What follows belongs to an exercise in optimizing a design on an open flow for a short achievable clock period and few clock cycles; a production flow would make more cautious choices.
Only simulation tests tie the RTL to the original design; equivalence was not proved.
Power and IR drop assume default switching activity.

==> onyx: inputs <==
## chip8_top
module chip8_top (
  input  logic        clk,
  input  logic        reset,
  input  logic [7:0]  mem_rdata,
  output logic        mem_read,
  output logic        mem_write,
  output logic [11:0] mem_addr,
  output logic [7:0]  mem_wdata
);
Settings: LEC_CHECK=0, CAP_MARGIN=20, CORE_MARGIN=2, CORE_UTILIZATION=30, SLEW_MARGIN=20; clock period 10.0 ns.
standard.sh (not shown) runs the stock make flow with config.mk's settings and CLKGATE_MAP_FILE= SYNTH_SCRIPT=/design/flow/synth_recipe.tcl, a recipe that flattens the netlist after the stock synthesis.
==> flow/flow/run.sh <==
#!/bin/bash
# The standard layout (standard.sh, unchanged scripts and constraints),
# with timing repair asked to keep improving paths until their slack reaches
# SETUP_SLACK_MARGIN, i.e. towards a shorter period than the 10 ns clock.
# make's full output goes to standard.log; ORFS keeps each step's log under
# orfs/logs.
set -euo pipefail
export SETUP_SLACK_MARGIN=7.0
bash standard.sh > standard.log 2>&1
==> nickel (differences from onyx) <==
--- a/flow/design.v
+++ b/flow/design.v
@@ -2,15 +2,15 @@
 module chip8_bcd (
   input  logic [7:0] v,
   output logic [3:0] tens,
   output logic [3:0] units
 );
   always_comb begin
     case (v)
-      8'd0: begin tens = 4'd0; units = 4'd0; end
+      8'd0: begin tens = v[3:0]; units = v[7:4]; end
       8'd1: begin tens = 4'd0; units = 4'd1; end
       8'd2: begin tens = 4'd0; units = 4'd2; end
       8'd3: begin tens = 4'd0; units = 4'd3; end
       8'd4: begin tens = 4'd0; units = 4'd4; end
       8'd5: begin tens = 4'd0; units = 4'd5; end
       8'd6: begin tens = 4'd0; units = 4'd6; end
       8'd7: begin tens = 4'd0; units = 4'd7; end
@@ -296,16 +296,14 @@
   logic [3:0]  sp_q;
   logic        ex_q;
   logic [15:0] op_e;
   logic [11:0] pc2_e;
   logic [11:0] pc4_e;
   logic [7:0]  vx_e;
   logic [7:0]  vy_e;
-  logic        eqi_e;     
-  logic        eqr_e;     
   logic        st_first_q;
   logic        st_real_q;
   logic        st_bcd_q;
   logic [3:0]  st_cnt_q;
   logic [3:0]  st_lim_q;
   logic [3:0]  st_u_q;
   assign mem_read  = rd_q;
@@ -316,36 +314,33 @@
   wire [3:0]  hx  = hi_q[3:0];
   wire [3:0]  hn  = hi_q[7:4];
   wire [7:0]  vx  = v_q[hx];
   wire [11:0] pc1 = pcp1_q;
   wire [11:0] pc2 = pcp2_q;
   wire [11:0] pc4 = pcp4_q;
   wire [11:0] a1  = a_q + 12'd1;
-  wire [11:0] top = stack_q[sp_q - 4'd1];
+  logic [11:0] top_q;       
+  wire  [11:0] top = top_q;
   wire [7:0] hb = ph_wl ? hi_q : d;
-  wire guess_ret  = (hb == 8'h00);
+  wire guess_ret  = (hb[7:4] == 4'h0);
   wire guess_skip = (hb[7:4] == 4'h4) || (hb[7:4] == 4'h9);
   wire c_ret  = k_ret_q;
   wire c_jmp  = k_jmp_q;
   wire c_call = k_call_q;
   wire d_ee   = (d == 8'hEE);
   wire d_33   = (d == 8'h33);
   wire st_go  = (hn == 4'hF) && (d_33 || (d == 8'h55));
   wire c_f    = k_f_q;
-  logic [15:0] eqv;
-  always_comb
-    for (int j = 0; j < 16; j++)
-      eqv[j] = (vx == v_q[j]);
   wire [7:0] hundreds = (vx >= 8'd200) ? 8'd2 : (vx >= 8'd100) ? 8'd1 : 8'd0;
   wire [3:0] en  = op_e[15:12];
   wire [3:0] ex  = op_e[11:8];
   wire [3:0] ef  = op_e[3:0];
   wire [7:0] enn = op_e[7:0];
-  wire e_eqi = eqi_e;
-  wire e_eqr = eqr_e;
+  wire e_eqi = (vx_e == enn);
+  wire e_eqr = (vx_e == vy_e);
   wire e_f0  = (ef == 4'h0);
   logic e_taken;
   always_comb begin
     case (en)
       4'h3:    e_taken = e_eqi;
       4'h4:    e_taken = !e_eqi;
       4'h5:    e_taken = e_eqr && e_f0;
@@ -354,15 +349,16 @@
     endcase
   end
   wire e_guess = (en == 4'h4) || (en == 4'h9);
   wire e_skip  = (en == 4'h3) || (en == 4'h4) || (en == 4'h5) || (en == 4'h9);
   wire e_bnnn  = (en == 4'hB);
   wire e_ret   = (op_e == 16'h00EE);
   wire e_miss  = ex_q && (((e_taken != e_guess) && e_skip) || e_bnnn ||
-                          ((op_e[15:8] == 8'h00) && !e_ret));
+                          ((en == 4'h0) && !e_ret));
+  wire e_unpop = ex_q && (op_e[15:8] == 8'h00) && !e_ret;
   wire [11:0] e_tgt = e_bnnn ? (op_e[11:0] + {4'd0, v_q[0]}) :
                       e_taken ? pc4_e : pc2_e;
   logic [7:0] res;
   logic       flag;
   logic       wx, wf;
   logic [8:0] sum;
   logic [8:0] dif;
@@ -410,31 +406,33 @@
       rd_q    <= 1'b0;
       wr_q    <= 1'b0;
       ex_q    <= 1'b0;
       sp_q    <= 4'd0;
     end else begin
       ph_idle <= 1'b0;
       ph_bub  <= ph_idle | (ph_lo & c_jmp) | e_miss;
-      ph_hi   <= ph_bub | (ph_lo & !c_jmp & !st_go);
+      ph_hi   <= ph_bub | (ph_lo & !c_jmp & !c_f);
       ph_lo   <= (ph_hi & !e_miss) | ph_wl;
-      ph_st   <= st_go_l | st_more;
+      ph_st   <= (ph_lo & c_f) | st_more;
       ph_wl   <= ph_st & !st_more;
       rd_q    <= !(st_go_l | st_more);
       wr_q    <= st_go_l | st_more;
       ex_q    <= ph_lo;
       if (ph_lo && c_call)
         sp_q <= sp_q + 4'd1;
-      else if (ph_lo && c_ret && d_ee)
+      else if (ph_lo && c_ret)
         sp_q <= sp_q - 4'd1;
+      else if (e_unpop)
+        sp_q <= sp_q + 4'd1;
     end
   end
   logic [11:0] a_n;
   always_comb begin
     if (ph_lo)
-      a_n = c_jmp ? {hx, d} : st_go ? i_q : a1;
+      a_n = c_jmp ? {hx, d} : c_f ? i_q : a1;
     else if (ph_hi || ph_wl)
       a_n = e_miss ? e_tgt : guess_ret ? top : guess_skip ? pc4 : pc2;
     else if (ph_st)
       a_n = st_more ? a1 : pc1;
     else if (ph_bub)
       a_n = a1;
     else
@@ -448,29 +446,33 @@
     wd_q       <= wd_n;
     st_first_q <= ph_lo;
     op_e       <= {hi_q, d};
     pc2_e      <= pcp2_q;
     pc4_e      <= pcp4_q;
     vx_e       <= vx;
     vy_e       <= v_q[d[7:4]];
-    eqi_e      <= (vx == d);
-    eqr_e      <= eqv[d[7:4]];
     if (ph_bub || ph_lo) begin
       pc_q   <= a_q;
       pcp1_q <= a_q + 12'd1;
       pcp2_q <= a_q + 12'd2;
       pcp4_q <= a_q + 12'd4;
     end
     if (ph_hi || ph_wl) begin
       hi_q     <= hb;
       k_ret_q  <= (hb == 8'h00);
       k_jmp_q  <= (hb[7:4] == 4'h1) || (hb[7:4] == 4'h2);
       k_call_q <= (hb[7:4] == 4'h2);
       k_f_q    <= (hb[7:4] == 4'hF);
     end
+    if (ph_lo && c_call)
+      top_q <= pc2;
+    else if (ph_lo && c_ret)
+      top_q <= stack_q[sp_q - 4'd2];
+    else if (e_unpop)
+      top_q <= stack_q[sp_q];
     if (ph_lo) begin
       if (c_call)
         stack_q[sp_q] <= pc2;
       st_bcd_q   <= d_33;
       st_real_q  <= st_go;
       st_cnt_q   <= 4'd0;
       st_lim_q   <= d_33 ? 4'd2 : hx;
==> notes <==
Synthesized cell count: onyx is lower than nickel (5.2%).
Sequential power is about the same in onyx and nickel.
Of nickel and onyx, onyx has the higher sequential share of layout area (gap 0.47 points).
Against onyx, the maximum frequency of nickel is larger by about 3.5%.
Against nickel, the clock power of onyx is lower by about 3%.
Against nickel, the total power of onyx is lower by 3.6%.
Between nickel and onyx, the lower combinational power is in onyx (gap 6.8%, measured against onyx).
Against onyx, the first-iteration DRC count of nickel is lower by 1.1%.
Against onyx, the setup slack of nickel is better by 110 ps.
Testbench counts of onyx, summed over its fixed seeds: cycles 38,151.
Testbench counts of nickel, summed over its fixed seeds: cycles 38,925.

* * *

==> v11: inputs <==
Another version of the RTL of chip8_top (not shown whole).
export LEC_CHECK = 0
export CAP_MARGIN = 20
export CORE_MARGIN = 2
export CORE_UTILIZATION = 30
export SLEW_MARGIN = 20
create_clock -name core_clock -period 10.0 [get_ports {clk}]
Scripts as last shown in full above: flow/flow/run.sh
==> v20 (differences from v11) <==
--- a/flow/design.v
+++ b/flow/design.v
@@ -287,16 +287,14 @@
   logic [11:0] pcp2_q;
   logic [11:0] pcp4_q;
   logic [7:0]  hi_q;
   logic        k_ret_q;   
   logic        k_jmp_q;   
   logic        k_call_q;  
   logic        k_f_q;     
-  logic        k_gret_q;   
-  logic        k_gskip_q;  
   logic [7:0]  v_q [16];
   logic [11:0] i_q;
   logic [11:0] stack_q [16];
   logic [3:0]  sp_q;
   logic        ex_q;
   logic [15:0] op_e;
   logic [11:0] pc2_e;
@@ -320,16 +318,16 @@
   wire [11:0] pc1 = pcp1_q;
   wire [11:0] pc2 = pcp2_q;
   wire [11:0] pc4 = pcp4_q;
   wire [11:0] a1  = a_q + 12'd1;
   logic [11:0] top_q;       
   wire  [11:0] top = top_q;
   wire [7:0] hb = ph_wl ? hi_q : d;
-  wire guess_ret  = ph_wl ? k_gret_q  : (d[7:4] == 4'h0);
-  wire guess_skip = ph_wl ? k_gskip_q : ((d[7:4] == 4'h4) || (d[7:4] == 4'h9));
+  wire guess_ret  = (hb == 8'h00);
+  wire guess_skip = (hb[7:4] == 4'h4) || (hb[7:4] == 4'h9);
   wire c_ret  = k_ret_q;
   wire c_jmp  = k_jmp_q;
   wire c_call = k_call_q;
   wire d_ee   = (d == 8'hEE);
   wire d_33   = (d == 8'h33);
   wire st_go  = (hn == 4'hF) && (d_33 || (d == 8'h55));
   wire c_f    = k_f_q;
@@ -352,15 +350,15 @@
     endcase
   end
   wire e_guess = (en == 4'h4) || (en == 4'h9);
   wire e_skip  = (en == 4'h3) || (en == 4'h4) || (en == 4'h5) || (en == 4'h9);
   wire e_bnnn  = (en == 4'hB);
   wire e_ret   = (op_e == 16'h00EE);
   wire e_miss  = ex_q && (((e_taken != e_guess) && e_skip) || e_bnnn ||
-                          ((en == 4'h0) && !e_ret));
+                          ((op_e[15:8] == 8'h00) && !e_ret));
   wire [11:0] e_tgt = e_bnnn ? (op_e[11:0] + {4'd0, v_q[0]}) :
                       e_taken ? pc4_e : pc2_e;
   logic [7:0] res;
   logic       flag;
   logic       wx, wf;
   logic [8:0] sum;
   logic [8:0] dif;
@@ -474,23 +472,18 @@
       end
       st_bcd_q   <= d_33;
       st_real_q  <= st_go;
       st_cnt_q   <= 4'd0;
       st_lim_q   <= d_33 ? 4'd2 : hx;
     end
     if (ph_st) begin
-      if (a_q == pc_q) begin
-        hi_q      <= wd_q;
-        k_gret_q  <= (wd_q[7:4] == 4'h0);
-        k_gskip_q <= (wd_q[7:4] == 4'h4) || (wd_q[7:4] == 4'h9);
-      end else if (ph_st0) begin
-        hi_q      <= d;
-        k_gret_q  <= (d[7:4] == 4'h0);
-        k_gskip_q <= (d[7:4] == 4'h4) || (d[7:4] == 4'h9);
-      end
+      if (a_q == pc_q)
+        hi_q <= wd_q;
+      else if (ph_st0)
+        hi_q <= d;
       st_cnt_q <= st_cnt_q + 4'd1;
     end
     if (ph_st0)
       st_u_q <= bcd_u;
   end
   always_ff @(posedge clk or posedge reset) begin
     if (reset) begin
==> v29 (differences from v11) <==
--- a/flow/design.v
+++ b/flow/design.v
@@ -2,15 +2,15 @@
 module chip8_bcd (
   input  logic [7:0] v,
   output logic [3:0] tens,
   output logic [3:0] units
 );
   always_comb begin
     case (v)
-      8'd0: begin tens = v[3:0]; units = v[7:4]; end
+      8'd0: begin tens = 4'd0; units = 4'd0; end
       8'd1: begin tens = 4'd0; units = 4'd1; end
       8'd2: begin tens = 4'd0; units = 4'd2; end
       8'd3: begin tens = 4'd0; units = 4'd3; end
       8'd4: begin tens = 4'd0; units = 4'd4; end
       8'd5: begin tens = 4'd0; units = 4'd5; end
       8'd6: begin tens = 4'd0; units = 4'd6; end
       8'd7: begin tens = 4'd0; units = 4'd7; end
@@ -276,38 +276,35 @@
   output logic [11:0] mem_addr,
   output logic [7:0]  mem_wdata
 );
   logic [11:0] a_q;
   logic        rd_q;
   logic        wr_q;
   logic [7:0]  wd_q;
-  logic ph_idle, ph_bub, ph_hi, ph_lo, ph_st0, ph_stn, ph_wl;
-  wire  ph_st = ph_st0 | ph_stn;
+  logic ph_idle, ph_bub, ph_hi, ph_lo, ph_st, ph_wl;
   logic [11:0] pc_q;
   logic [11:0] pcp1_q;    
   logic [11:0] pcp2_q;
   logic [11:0] pcp4_q;
   logic [7:0]  hi_q;
   logic        k_ret_q;   
   logic        k_jmp_q;   
   logic        k_call_q;  
   logic        k_f_q;     
-  logic        k_gret_q;   
-  logic        k_gskip_q;  
   logic [7:0]  v_q [16];
   logic [11:0] i_q;
   logic [11:0] stack_q [16];
   logic [3:0]  sp_q;
   logic        ex_q;
   logic [15:0] op_e;
   logic [11:0] pc2_e;
   logic [11:0] pc4_e;
   logic [7:0]  vx_e;
   logic [7:0]  vy_e;
-  logic        eqi_e;     
+  logic        st_first_q;
   logic        st_real_q;
   logic        st_bcd_q;
   logic [3:0]  st_cnt_q;
   logic [3:0]  st_lim_q;
   logic [3:0]  st_u_q;
   assign mem_read  = rd_q;
   assign mem_write = wr_q;
@@ -317,32 +314,31 @@
   wire [3:0]  hx  = hi_q[3:0];
   wire [3:0]  hn  = hi_q[7:4];
   wire [7:0]  vx  = v_q[hx];
   wire [11:0] pc1 = pcp1_q;
   wire [11:0] pc2 = pcp2_q;
   wire [11:0] pc4 = pcp4_q;
   wire [11:0] a1  = a_q + 12'd1;
-  logic [11:0] top_q;       
-  wire  [11:0] top = top_q;
+  wire [11:0] top = stack_q[sp_q - 4'd1];
   wire [7:0] hb = ph_wl ? hi_q : d;
-  wire guess_ret  = ph_wl ? k_gret_q  : (d[7:4] == 4'h0);
-  wire guess_skip = ph_wl ? k_gskip_q : ((d[7:4] == 4'h4) || (d[7:4] == 4'h9));
+  wire guess_ret  = (hb[7:4] == 4'h0);
+  wire guess_skip = (hb[7:4] == 4'h4) || (hb[7:4] == 4'h9);
   wire c_ret  = k_ret_q;
   wire c_jmp  = k_jmp_q;
   wire c_call = k_call_q;
   wire d_ee   = (d == 8'hEE);
   wire d_33   = (d == 8'h33);
   wire st_go  = (hn == 4'hF) && (d_33 || (d == 8'h55));
   wire c_f    = k_f_q;
   wire [7:0] hundreds = (vx >= 8'd200) ? 8'd2 : (vx >= 8'd100) ? 8'd1 : 8'd0;
   wire [3:0] en  = op_e[15:12];
   wire [3:0] ex  = op_e[11:8];
   wire [3:0] ef  = op_e[3:0];
   wire [7:0] enn = op_e[7:0];
-  wire e_eqi = eqi_e;
+  wire e_eqi = (vx_e == enn);
   wire e_eqr = (vx_e == vy_e);
   wire e_f0  = (ef == 4'h0);
   logic e_taken;
   always_comb begin
     case (en)
       4'h3:    e_taken = e_eqi;
       4'h4:    e_taken = !e_eqi;
@@ -353,14 +349,15 @@
   end
   wire e_guess = (en == 4'h4) || (en == 4'h9);
   wire e_skip  = (en == 4'h3) || (en == 4'h4) || (en == 4'h5) || (en == 4'h9);
   wire e_bnnn  = (en == 4'hB);
   wire e_ret   = (op_e == 16'h00EE);
   wire e_miss  = ex_q && (((e_taken != e_guess) && e_skip) || e_bnnn ||
                           ((en == 4'h0) && !e_ret));
+  wire e_unpop = ex_q && (op_e[15:8] == 8'h00) && !e_ret;
   wire [11:0] e_tgt = e_bnnn ? (op_e[11:0] + {4'd0, v_q[0]}) :
                       e_taken ? pc4_e : pc2_e;
   logic [7:0] res;
   logic       flag;
   logic       wx, wf;
   logic [8:0] sum;
   logic [8:0] dif;
@@ -399,42 +396,42 @@
   wire st_go_l = ph_lo && st_go;
   always_ff @(posedge clk or posedge reset) begin
     if (reset) begin
       ph_idle <= 1'b1;
       ph_bub  <= 1'b0;
       ph_hi   <= 1'b0;
       ph_lo   <= 1'b0;
-      ph_st0  <= 1'b0;
-      ph_stn  <= 1'b0;
+      ph_st   <= 1'b0;
       ph_wl   <= 1'b0;
       rd_q    <= 1'b0;
       wr_q    <= 1'b0;
       ex_q    <= 1'b0;
       sp_q    <= 4'd0;
     end else begin
       ph_idle <= 1'b0;
       ph_bub  <= ph_idle | (ph_lo & c_jmp) | e_miss;
-      ph_hi   <= ph_bub | (ph_lo & !c_jmp & !st_go);
+      ph_hi   <= ph_bub | (ph_lo & !c_jmp & !c_f);
       ph_lo   <= (ph_hi & !e_miss) | ph_wl;
-      ph_st0  <= st_go_l;
-      ph_stn  <= st_more;
+      ph_st   <= (ph_lo & c_f) | st_more;
       ph_wl   <= ph_st & !st_more;
       rd_q    <= !(st_go_l | st_more);
       wr_q    <= st_go_l | st_more;
       ex_q    <= ph_lo;
       if (ph_lo && c_call)
         sp_q <= sp_q + 4'd1;
-      else if (ph_lo && c_ret && d_ee)
+      else if (ph_lo && c_ret)
         sp_q <= sp_q - 4'd1;
+      else if (e_unpop)
+        sp_q <= sp_q + 4'd1;
     end
   end
   logic [11:0] a_n;
   always_comb begin
     if (ph_lo)
-      a_n = c_jmp ? {hx, d} : st_go ? i_q : a1;
+      a_n = c_jmp ? {hx, d} : c_f ? i_q : a1;
     else if (ph_hi || ph_wl)
       a_n = e_miss ? e_tgt : guess_ret ? top : guess_skip ? pc4 : pc2;
     else if (ph_st)
       a_n = st_more ? a1 : pc1;
     else if (ph_bub)
       a_n = a1;
     else
@@ -442,58 +439,49 @@
   end
   wire [7:0] wd_n = ph_st ? (st_bcd_q ? {4'd0, (st_cnt_q == 4'd0) ? bcd_t : st_u_q}
                                                   : v_q[st_cnt_q + 4'd1])
                           : (d_33 ? hundreds : v_q[0]);
   always_ff @(posedge clk) begin
     a_q        <= a_n;
     wd_q       <= wd_n;
+    st_first_q <= ph_lo;
     op_e       <= {hi_q, d};
     pc2_e      <= pcp2_q;
     pc4_e      <= pcp4_q;
     vx_e       <= vx;
     vy_e       <= v_q[d[7:4]];
-    eqi_e      <= (vx == d);
     if (ph_bub || ph_lo) begin
       pc_q   <= a_q;
       pcp1_q <= a_q + 12'd1;
       pcp2_q <= a_q + 12'd2;
       pcp4_q <= a_q + 12'd4;
     end
     if (ph_hi || ph_wl) begin
       hi_q     <= hb;
       k_ret_q  <= (hb == 8'h00);
       k_jmp_q  <= (hb[7:4] == 4'h1) || (hb[7:4] == 4'h2);
       k_call_q <= (hb[7:4] == 4'h2);
       k_f_q    <= (hb[7:4] == 4'hF);
     end
     if (ph_lo) begin
-      if (c_call) begin
+      if (c_call)
         stack_q[sp_q] <= pc2;
-        top_q         <= pc2;
-      end else if (c_ret && d_ee) begin
-        top_q <= stack_q[sp_q - 4'd2];
-      end
       st_bcd_q   <= d_33;
       st_real_q  <= st_go;
       st_cnt_q   <= 4'd0;
       st_lim_q   <= d_33 ? 4'd2 : hx;
     end
     if (ph_st) begin
-      if (a_q == pc_q) begin
-        hi_q      <= wd_q;
-        k_gret_q  <= (wd_q[7:4] == 4'h0);
-        k_gskip_q <= (wd_q[7:4] == 4'h4) || (wd_q[7:4] == 4'h9);
-      end else if (ph_st0) begin
-        hi_q      <= d;
-        k_gret_q  <= (d[7:4] == 4'h0);
-        k_gskip_q <= (d[7:4] == 4'h4) || (d[7:4] == 4'h9);
-      end
+      if (wr_q && (a_q == pc_q))
+        hi_q <= wd_q;
+      else if (st_first_q)
+        hi_q <= d;
       st_cnt_q <= st_cnt_q + 4'd1;
     end
-    if (ph_st0)
+    if (st_first_q)
       st_u_q <= bcd_u;
   end
   always_ff @(posedge clk or posedge reset) begin
     if (reset) begin
       for (int i = 0; i < 16; i++)
         v_q[i] <= 8'd0;
       i_q <= 12'd0;
==> summary.txt <==
- NonClk Buf Share: 0.0849
- Routability congestion estimate from global placement: around 0.96
- Top Layer Used: met5
- Met2 wire len: just under 50 mm
- Synth Instances: ~2.8k
- Adder-cell share of the synthesized area: 0.0332
- Internal power: around 6400 uW
- Status: no timing/DRC/antenna violations
- R2R Path Start: u_cpu.vx_e[0]$_DFF_P_
# the run above: v11

==> summary.txt <==
- Status: no timing/DRC/antenna violations
- Clock network contribution to total cell area: 0.0479
- Internal power: about 6100 uW
- Combinational power: 4870 uW
- NonClk Buf Share: 0.0686
- R2R Path Start: u_cpu.vy_e[5]$_DFF_P_
- Routability congestion estimate from global placement: about 1.0
- Met2 wire len: ~50 mm
- Synth Instances: roughly 3k
- Top Layer Used: met5
- FMAX: 0.305 GHz
- Comb power frac: 0.454
# the run above: v20

==> summary.txt <==
- R2R Path Start: u_cpu.hi_q[1]$_DFF_P_
- Status: no timing/DRC/antenna violations
- Adder-cell share of the synthesized area: 0.0391
- NonClk Buf Share: 0.0765
- CP max stage delay: slightly above 0.4 ns
- Area leader, netlist: edfxtp_1
- Routability congestion estimate from global placement: between 1 and 1.5
- Clkbuf count: 64
- Setup Fix Bufs, Post-CTS: 95
- Synth Instances: 2486
- Top Layer Used: met4
- Met2 wire len: around 42 mm
- Multiplexer share of the synthesized area: 0.0984
# the run above: v29

Testbench counts of v11, summed over its fixed seeds: cycles 38,389.
Testbench counts of v20, summed over its fixed seeds: cycles 38,151.
Testbench counts of v29, summed over its fixed seeds: cycles 38,925.

==> afterwards: timing with drivers on the ports <==
No port has a modelled driver above. Below, the same layouts with a new extraction and two added sets of constraints.
Step 1: set_driving_cell puts a clkbuf_16 on clk and a buf_2 on each other input, an assumption about the parent block.
Step 2 adds t to the input delays and takes it off the output delays; t is the mean of the earliest and latest rising clock arrival at the registers after step 1. Input paths then give back, and output paths get back, about the clock's delay inside the block.
Three values: ideal ports, drivers, drivers and shift; two values: the first two.
run	shift t [ns]	slack for setup (ns)	hold slack, ns	latest minus earliest clock arrival (ns)
onyx	0.708	6.674 / 6.523 / 5.815	0.366 / 0.366 / 0.366	0.044 / 0.044
nickel	0.701	6.788 / 6.723 / 6.174	0.378 / 0.378 / 0.378	0.059 / 0.060
v11	0.687	6.685 / 6.696 / 6.009	0.370 / 0.370 / 0.370	0.040 / 0.040
v20	0.679	6.723 / 6.684 / 6.057	0.365 / 0.365 / 0.365	0.033 / 0.033
v29	0.686	6.747 / 6.724 / 6.206	0.348 / 0.348 / 0.348	0.045 / 0.045
After both steps every run listed still meets setup and hold. The setup slack of onyx, which loses most, moves by -0.151 ns with the drivers and by -0.859 ns with both steps.
